From an optimization exercise on the open Yosys and OpenROAD flow, aimed at small area, a short achievable clock period and few clock cycles per item; shortcuts taken in it are not production practice.
In this exercise RTL edits were held to simulation tests only and were not proved equivalent to the original.
Power and IR drop assume default switching activity.

## flow/design.v (module list and top-level ports; edited modules follow where they fit)
// module window_fetch: 60 lines
// module conv_fa: 10 lines
// module conv_mac_k0: 293 lines
// module conv_mac_k1: 291 lines
// module max_pool: 20 lines
// module layer_ctrl: 154 lines
// module conv_top: 80 lines
module conv_top
#(
    parameter int IMG_BITS = 6    
) (
    input  wire               clk,
    input  wire               rst,
    input  wire               ready,
    input  conv_pkg::pix_t         idata,
    input  conv_pkg::pix_t         cdata_rd,
    output logic              busy,
    output logic              cwr,
    output logic              crd,
    output logic [conv_pkg::ADDR_W-1:0] iaddr,
    output logic [conv_pkg::ADDR_W-1:0] caddr_wr,
    output logic [conv_pkg::ADDR_W-1:0] caddr_rd,
    output conv_pkg::pix_t              cdata_wr,
    output logic [2:0]        csel
);
  // ...
==> flow/flow/run.sh <==
#!/bin/bash
# The standard layout (the standard.sh, unchanged synthesis and steps),
# with ORFS's repair_timing asked to reach a setup slack of 8.6 ns.
# The SDC and clock period are the standard flow's own.
set -euo pipefail
bash standard.sh SETUP_SLACK_MARGIN=8.6 finish > standard_run.log 2>&1
==> flow/standard.sh <==
#!/bin/bash
# synth_recipe.tcl (not shown) runs the flow's synth.tcl, then flattens the netlist and writes it again
# the make line also repeats each setting of config.mk as NAME=value (left out here)
make -C /OpenROAD-flow-scripts/flow DESIGN_CONFIG=/design/flow/config.mk WORK_HOME=/design/flow/orfs CLKGATE_MAP_FILE= SYNTH_SCRIPT=/design/flow/synth_recipe.tcl "${@:-finish}"
==> flow/config.mk <==
export PLATFORM = sky130hd
export DESIGN_NAME = conv_top
export DESIGN_NICKNAME = conv_top
export VERILOG_FILES = /design/flow/design.v
export SDC_FILE = /design/flow/constraint.sdc
export NUM_CORES = 4
export LEC_CHECK = 0
export CAP_MARGIN = 20
export CORE_MARGIN = 2
export CORE_UTILIZATION = 55
export CTS_CLUSTER_DIAMETER = 200
export CTS_CLUSTER_SIZE = 20
export SLEW_MARGIN = 20
export SYNTH_HIERARCHICAL = 1
export SYNTH_MINIMUM_KEEP_SIZE = 0
==> flow/constraint.sdc <==
create_clock -name core_clock -period 12.5 [get_ports {clk}]
set_input_delay 2.5000 -clock core_clock [delete_from_list [all_inputs] [get_ports {clk}]]
set_output_delay 2.5000 -clock core_clock [all_outputs]
set_load 0.01 [all_outputs]
==> results.cfg, run 1 <==
[drt]
ant_nets = 0
avgRoutedWirePerCell_um = 24.1
via_count = 25900

[global_route]
first_global_vias = 28500
met3_usage_pct = 3.90

[worst_setup_path]
cp.arrival_ns = 4.28
slowest_stage = dfxtp_4

[final_layout]
seq_cells = 688
fin_cells = 4615
final_common_cell = fa_1
nClkBuffers = 54
fillers = 6565

[run_status]
status = finished clean

[placement]
place_congestion = 0.861

[sta]
min_period_ns = 3.82
finalCritPeriodShare_pct = 30.5
timing.hold.ws_ns = 0.355

[power]
pwr-share-clk_pct = 14.3

[synthesis]
synth.avg_cell_area_um2 = 13.4
synthDistinctLibCells = 82
synth_top_family_by_area = adder cells
yosys.area_share.adder_pct = 42.2

[flow_run]
maxCapViolations = 0

[clock_network]
clock_path_buffers = 3
root_buffer = clkbuf_16

[hold_path]
hp-class = register to register
Testbench counts, summed over its fixed seeds: cycles 125,028, images 12.
==> inputs of run 2 (changes only) <==
--- a/flow/config.mk
+++ b/flow/config.mk
@@ -9,7 +9,7 @@
 export CORE_MARGIN = 2
 export CORE_UTILIZATION = 55
 export CTS_CLUSTER_DIAMETER = 200
-export CTS_CLUSTER_SIZE = 20
+export CTS_CLUSTER_SIZE = 25
 export SLEW_MARGIN = 20
 export SYNTH_HIERARCHICAL = 1
 export SYNTH_MINIMUM_KEEP_SIZE = 0
==> run 2 against run 1 <==
Still clean. Register-to-register slack worse by 0.02 ns. Sequential power is essentially flat. Via count fell by 0.42%. Global-route usage rose by 0.16 points. Flip-flop and latch count stayed put. Worst hold slack got worse by 0.00079 ns. Critical path depth increased by 1. Non-clock buffer count shrank 16. Combinational power about the same. Wire length decreased by 0.57%. Critical path type unchanged. Largest power group unchanged.
==> results.cfg, run 2 <==
[run_status]
status = finished clean

[hold_path]
min_to = u_window_fetch.x3[11]
worstHoldStart = u_window_fetch.x2[11]
hold_depth = 0
hp-class = register to register

[sta]
min_period_ns = 3.83
tns_ns = 0
finalCritPeriodShare_pct = 30.7
max_freq_ghz = 0.261
fin_skew_ns = 0.0397
max_slew.worst_pin.slew_ns = 1.06
final_hold_viol_count = 0
slew_headroom_pct = 29.1
finalSetupViolCount = 0
rsz0062_at_grt = yes
finalMaxSlewViolations = 0

[synthesis]
ys_ff_latch = 688
ys_seq_area_share_pct = 32.8
ys_top_cells_by_area = fa_1, dfxtp_1, edfxtp_1
yosysMostFrequentCell = fa_1
synthDistinctLibCells = 82
yosys-top-cells-count = fa_1, dfxtp_1, inv_1
synth_top_area_share_pct = 37.9
postSynthCellCount = 3404
synth.avg_cell_area_um2 = 13.4
synth_top_area_cell = fa_1
synthFlopType = dfxtp_1
synthArstFlopShare_pct = 0.436
synth_edf_count = 116
synth_area_um2 = 45500
yosys_warnings = 12

[clock_network]
cts_tree = yes
numClockSinks = 688
clock_latency_ns = 0.68
cts_buffers = 31
clkTransAtPathRegs_ns = 0.11
htreeDepth = 1
root_buffer = clkbuf_16
cts_hold_buf = 0
clock_path_buffers = 3

[drt]
route.detailed.drc = 0
drtPass1Iterations = 7
via_per_inst = 5.61
wl_um = 111000
ant_nets = 0
via_count = 25700
avgRoutedWirePerCell_um = 24.2
drt_first_iter_violations = 1671

[final_layout]
final_area_um2 = 49300
top_register = u_window_fetch.win
n_antenna_cell = 0
drive_gt1_share_pct = 15.9
final_common_cell = fa_1
area_growth_pct = 8.32
layout.nets = 4567
largest_register_ffs = 240
layout_common_cells = fa_1, dfxtp_1, inv_1
fillers = 6625

[worst_setup_path]
reg2reg_from = u_window_fetch.win[9][0]
cp.required_ns = 13.04
r2r_end = u_mac_k0_bot.acc_c[3]
r2r_setup_slack_ns = 8.67
cp-start-kind = register
crit_type = register to register
cp_max_fo = 12
r2r_cells = 9
cp.arrival_ns = 4.37
critPathCaptureType = register

[power]
p_leak_nw = 22.6
power.density_nw_per_um2 = 189
ir_drop_mv = 0.123

[floorplan]
dieArea_um2 = 85100
io_pins = 105
start_util_pct = 55.5
fp.dieW_um = 292
fp.coreArea_um2 = 82000
die_y_um = 292
row_count = 105

[global_route]
grt_pass1_wl_um = 167000
grt_max_degree = 91
antenna_found_initial = 1
track_usage_pct = 26.1
grt_overflow = 0
first_global_vias = 28600

[placement]
portBuffers = 71
place_congestion = 0.861
detailed_place.area_um2 = 47200
hpwl_um = 74700

[flow_run]
maxCapViolations = 0
==> run 2: final cells by class <==
cell class | count | area (um2) | area share (%)
Multi-Input combinational cell | 2269 | 28600 | 58.0
Clock inverter | 2 | 36.3 | 0.0736
Clock buffer | 43 | 821 | 1.66
Inverter | 315 | 1180 | 2.40
Timing Repair Buffer | 199 | 2300 | 4.67
Sequential cell | 688 | 15100 | 30.5
Tap cell | 1070 | 1340 | 2.71
==> run 2: how the worst max path moves through the flow <==
stage / from / to / slack [ns] / cells past startpoint
finish: u_window_fetch.win[9][0] / u_mac_k0_bot.acc_c[3] / 8.67 / 9
global placement: u_window_fetch.win[9][1] / u_mac_k1_bot.acc_c[6] / 8.13 / 7
CTS: u_window_fetch.win[1][1] / u_mac_k0_bot.acc_c[5] / 8.60 / 9
floorplan: u_mac_k1_top.first / u_mac_k1_top.acc_c[6] / 8.61 / 8
global route: u_mac_k0_top.nib_c[0] / u_mac_k0_top.result[18] / 8.57 / 13
detailed placement: u_window_fetch.win[5][3] / u_mac_k0_bot.acc_c[4] / 8.11 / 9
==> run 2: worst max-delay path: stages (launching register included) <==
cell	delay [ns]
dfxtp_4	0.43
buf_12	0.23
fa_1	0.48
fa_1	0.53
fa_1	0.56
inv_1	0.06
fa_1	0.41
inv_1	0.08
fa_1	0.43
fa_1	0.48
==> run 2: cell families (layout without fill, tap and decap cells) <==
logic type	count (synthesis)	in the layout	synth area share, %
adders and majority gates	1020	1020	42.2
DFF	688	688	32.8
and+or+nand+nor	541	541	7.02
buffers and inverters	469	559	4.73
AOI/OAI and AO/OA	353	353	5.41
muxes	269	269	6.59
xor gates and xnor gates	59	59	1.13
other	5	27	0.0412
==> run 2: metrics by stage <==
stage                     hold WS [ns]  utilization (%)  setup WS, ns  instances  total power [W]
after global placement           0.341             57.6          8.13       4470          0.00798
after detailed placement         0.338             57.6          8.11       4471          0.00813
after global routing             0.361             60.2          8.57       4586           0.0102
after floorplan                  0.326                -          8.61       3426          0.00690
final                            0.354             60.2          8.67       4586          0.00934
after CTS                        0.355             59.5          8.60       4549          0.00939
==> run 2: repair_timing <==
item | 4_1_cts | 5_1_grt
gates resized for setup | 138 | 41
gates cloned | 2 | 7
buffers inserted | 31 | 30
setup endpoints to repair | 220 | 60
pin swaps | 2 | 3
==> run 2: layer usage <==
layer  global-route usage, %  share of wire, %  vias to the layer above
li1                        -                 -                    11300
met5                       0                 0                        -
met1                    36.2                42                    13500
met2                    44.1                49                      787
met3                    3.31               6.3                      142
met4                    6.49               3.1                        0
==> run 2: power breakdown <==
group	internal (W)	total (W)	switching [W]
registers	0.00274	0.00289	0.000154
clock network	0.000463	0.00118	0.000720
logic	0.00230	0.00527	0.00297
total	0.00550	0.00934	0.00384
==> run 2: Yosys stat by module, one instance, submodules excluded, a selection <==
module	cell area (um2)	cells inside	copies in the design
window_fetch	9790	675	1
layer_ctrl	3780	451	1
conv_mac_k0	3390	333	2
conv_mac_k1	3180	323	2
max_pool	1900	120	1
conv_fa	20.0	1	846
==> inputs of run 3 (changes only) <==
==> flow/flow/run.sh (replaced) <==
#!/bin/bash
# The standard layout (the standard.sh, unchanged synthesis and steps),
# with ORFS's repair_timing asked to reach a setup slack of 8.4 ns.
# The SDC and clock period are the standard flow's own.
set -euo pipefail
bash standard.sh SETUP_SLACK_MARGIN=8.4 finish > standard_run.log 2>&1
--- a/flow/config.mk
+++ b/flow/config.mk
@@ -8,8 +8,8 @@
 export CAP_MARGIN = 20
 export CORE_MARGIN = 2
 export CORE_UTILIZATION = 55
-export CTS_CLUSTER_DIAMETER = 200
-export CTS_CLUSTER_SIZE = 25
+export CTS_CLUSTER_DIAMETER = 50
+export CTS_CLUSTER_SIZE = 10
 export SLEW_MARGIN = 20
 export SYNTH_HIERARCHICAL = 1
 export SYNTH_MINIMUM_KEEP_SIZE = 0
==> run 3 against run 2 <==
Still clean on timing, DRC and antenna. Sequential share of layout area down 0.85 points. Total power up 14%. Critical path type is now register to primary output. Final cell count up 1.0%.
==> results.cfg, run 3 <==
[sta]
max_slew.worst_pin.slew_ns = 1.12
final_hold_viol_count = 0
rsz0062_at_grt = yes
fin_skew_ns = 0.0728
tns_ns = 0
slew_headroom_pct = 25.5
finalSetupViolCount = 0
finalMaxSlewViolations = 0
min_period_ns = 4.02
finalCritPeriodShare_pct = 32.2
max_freq_ghz = 0.249

[floorplan]
row_count = 105
die_y_um = 292
start_util_pct = 55.5
fp.dieW_um = 292
dieArea_um2 = 85100
fp.coreArea_um2 = 82000
io_pins = 105

[clock_network]
htreeDepth = 3
numClockSinks = 688
clock_path_buffers = 3
root_buffer = clkbuf_16
cts_buffers = 94
clkTransAtPathRegs_ns = 0.05
cts_tree = yes
clock_latency_ns = 0.69

[synthesis]
synth.avg_cell_area_um2 = 13.4
synth_top_area_cell = fa_1
synth_area_um2 = 45500
postSynthCellCount = 3404
ys_top_cells_by_area = fa_1, dfxtp_1, edfxtp_1
yosys-top-cells-count = fa_1, dfxtp_1, inv_1
synthArstFlopShare_pct = 0.436
synth_top_area_share_pct = 37.9
ys_seq_area_share_pct = 32.8
synthDistinctLibCells = 82
synthFlopType = dfxtp_1
ys_ff_latch = 688
yosys_warnings = 12
synth_edf_count = 116
yosysMostFrequentCell = fa_1

[placement]
detailed_place.area_um2 = 47200
portBuffers = 71
hpwl_um = 75000
place_congestion = 0.859

[global_route]
antenna_found_initial = 0
grt_max_degree = 204
track_usage_pct = 26.1
first_global_vias = 28900
grt_overflow = 0
grt_pass1_wl_um = 168000

[final_layout]
area_growth_pct = 11.1
layout.nets = 4567
largest_register_ffs = 240
final_common_cell = fa_1
final_area_um2 = 50600
drive_gt1_share_pct = 16.4
layout_common_cells = fa_1, dfxtp_1, inv_1
top_register = u_window_fetch.win

[worst_setup_path]
cp.buffers_inverters = 1
crit_chain = clkdlybuf4s50_1
slowest_delay_ns = 0.53
slowest_stage = clkdlybuf4s50_1
cp.required_ns = 10.00
cp-start-kind = register
cp_top_family = buffers and inverters
cp.arrival_ns = 1.52
cp_max_fo = 1
critPathCaptureType = primary output
crit_type = register to primary output

[power]
pwr-share-clk_pct = 23.9
power.density_nw_per_um2 = 210
p_int_w = 0.00654
p_leak_nw = 23.1
p_comb_share_pct = 48.7
switching_share_pct = 38.4
seqPwrFrac_pct = 27.3
p_switching_w = 0.00408
ir_drop_mv = 0.132
finalPower_w = 0.0106

[drt]
via_count = 25800
route.detailed.drc = 0
wl_um = 106000
avgRoutedWirePerCell_um = 22.9
drt_first_iter_violations = 1613
ant_nets = 0
drtPass1Iterations = 5
via_per_inst = 5.57

[hold_path]
hp-class = register to register

[flow_run]
maxCapViolations = 0

[run_status]
status = finished clean
[run 3: cell counts after synthesis]
No cell type changed its count.
[run 3: power groups by stage]
stage / Sequential (W) / Combinational [W] / Clock [W]
6_report: 0.00290 / 0.00517 / 0.00254
5_1_grt: 0.00293 / 0.00595 / 0.00271
4_1_cts: 0.00291 / 0.00520 / 0.00260
3_5_place_dp: 0.00295 / 0.00517 / 0
3_3_place_gp: 0.00294 / 0.00500 / 0
2_1_floorplan: 0.00290 / 0.00400 / 0
[run 3: cells by family (layout without fill, tap and decap cells)]
kind of cell	after synthesis	in the layout	share of synthesized area, %
DFF	688	688	32.8
AOI/OAI and AO/OA	353	353	5.41
other	5	28	0.0412
xor gates and xnor gates	59	59	1.13
adders and majority gates	1020	1020	42.2
muxes	269	269	6.59
buffers and inverters	469	605	4.73
and+or+nand+nor	541	541	7.02
[run 3: per-module statistics from Yosys, one instance, submodules excluded, excerpt]
module	times used	flip-flops and latches	area, um2
conv_mac_k1	2	64	3180
conv_mac_k0	2	64	3390
max_pool	1	40	1900
conv_fa	846	0	20.0
layer_ctrl	1	79	3780
window_fetch	1	313	9790
[run 3: cell type report]
class	instances	area, um2
diodes	1	2.50
clock buffers	119	2530
clock inverters	35	485
fillers	6431	31400
inverters	315	1180
multi-input cells	2269	28500
flip-flops and latches	688	15000
well taps	1070	1340
repair buffers	136	1490
[run 3: worst paths after layout]
check                      cells after the start  slack, ns                      to                       from
min                                            0       0.33    u_window_fetch.x3[4]       u_window_fetch.x2[4]
max                                            1       8.48            cdata_wr[12]  u_layer_ctrl.cdata_wr[12]
max reg2reg                                    9       8.49  u_mac_k1_bot.acc_c[13]   u_window_fetch.win[6][2]
min reg2reg                                    0       0.33    u_window_fetch.x3[4]       u_window_fetch.x2[4]
min in group asynchronous                      2       2.03        u_layer_ctrl.run                        rst
max in group asynchronous                      2      10.33        u_layer_ctrl.cwr                        rst
[run 3: what timing repair did]
item	4_1_cts	5_1_grt
pin swaps	0	2
buffers inserted	0	5
hold buffers	0	0
endpoints found under the setup margin	106	110
gates resized for setup	36	51
[run 3: routing by layer]
layer	vias to the layer above	share of wire [%]	global-route usage, %
li1	11300	-	-
met2	726	50	44.2
met4	0	2.9	7.90
met5	-	0	0
met1	13600	42	34.5
met3	184	5.8	4.77
[run 3: metrics by stage]
| step | worst slack (ns) | hold slack [ns] | utilization, % | cells |
|---|---|---|---|---|
| floorplan | 8.50 | 0.326 | - | 3426 |
| global placement | 8.13 | 0.339 | 57.6 | 4472 |
| detailed placement | 8.11 | 0.337 | 57.6 | 4473 |
| CTS | 8.37 | 0.323 | 61.4 | 4627 |
| global route | 8.38 | 0.333 | 61.7 | 4632 |
| finish | 8.48 | 0.332 | 61.7 | 4633 |

-- what the ideal ports hide --
The flow's constraints put no driver on any port. The routed layouts listed below were extracted and timed again, unchanged, in two steps.
Step 1 assumes that a clkbuf_16 drives the clock port and a buf_2 every other input.
Step 2, shift: input delay + t, output delay - t, t = (earliest + latest rising clock arrival at the registers) / 2. This alone moves slack from input paths to output paths.
Slacks: ideal / step 1 / step 2; pairs: ideal / step 1.
run | shift t [ns] | slack for setup (ns) | worst data-port slew with drivers (ns)
run 1 | 0.657 | 8.684 / 8.684 / 8.684 | 0.04
run 2 | 0.725 | 8.668 / 8.627 / 8.668 | 0.04
run 3 | 0.719 | 8.478 / 8.411 / 8.490 | 0.04
After both steps every run listed still meets setup and hold.
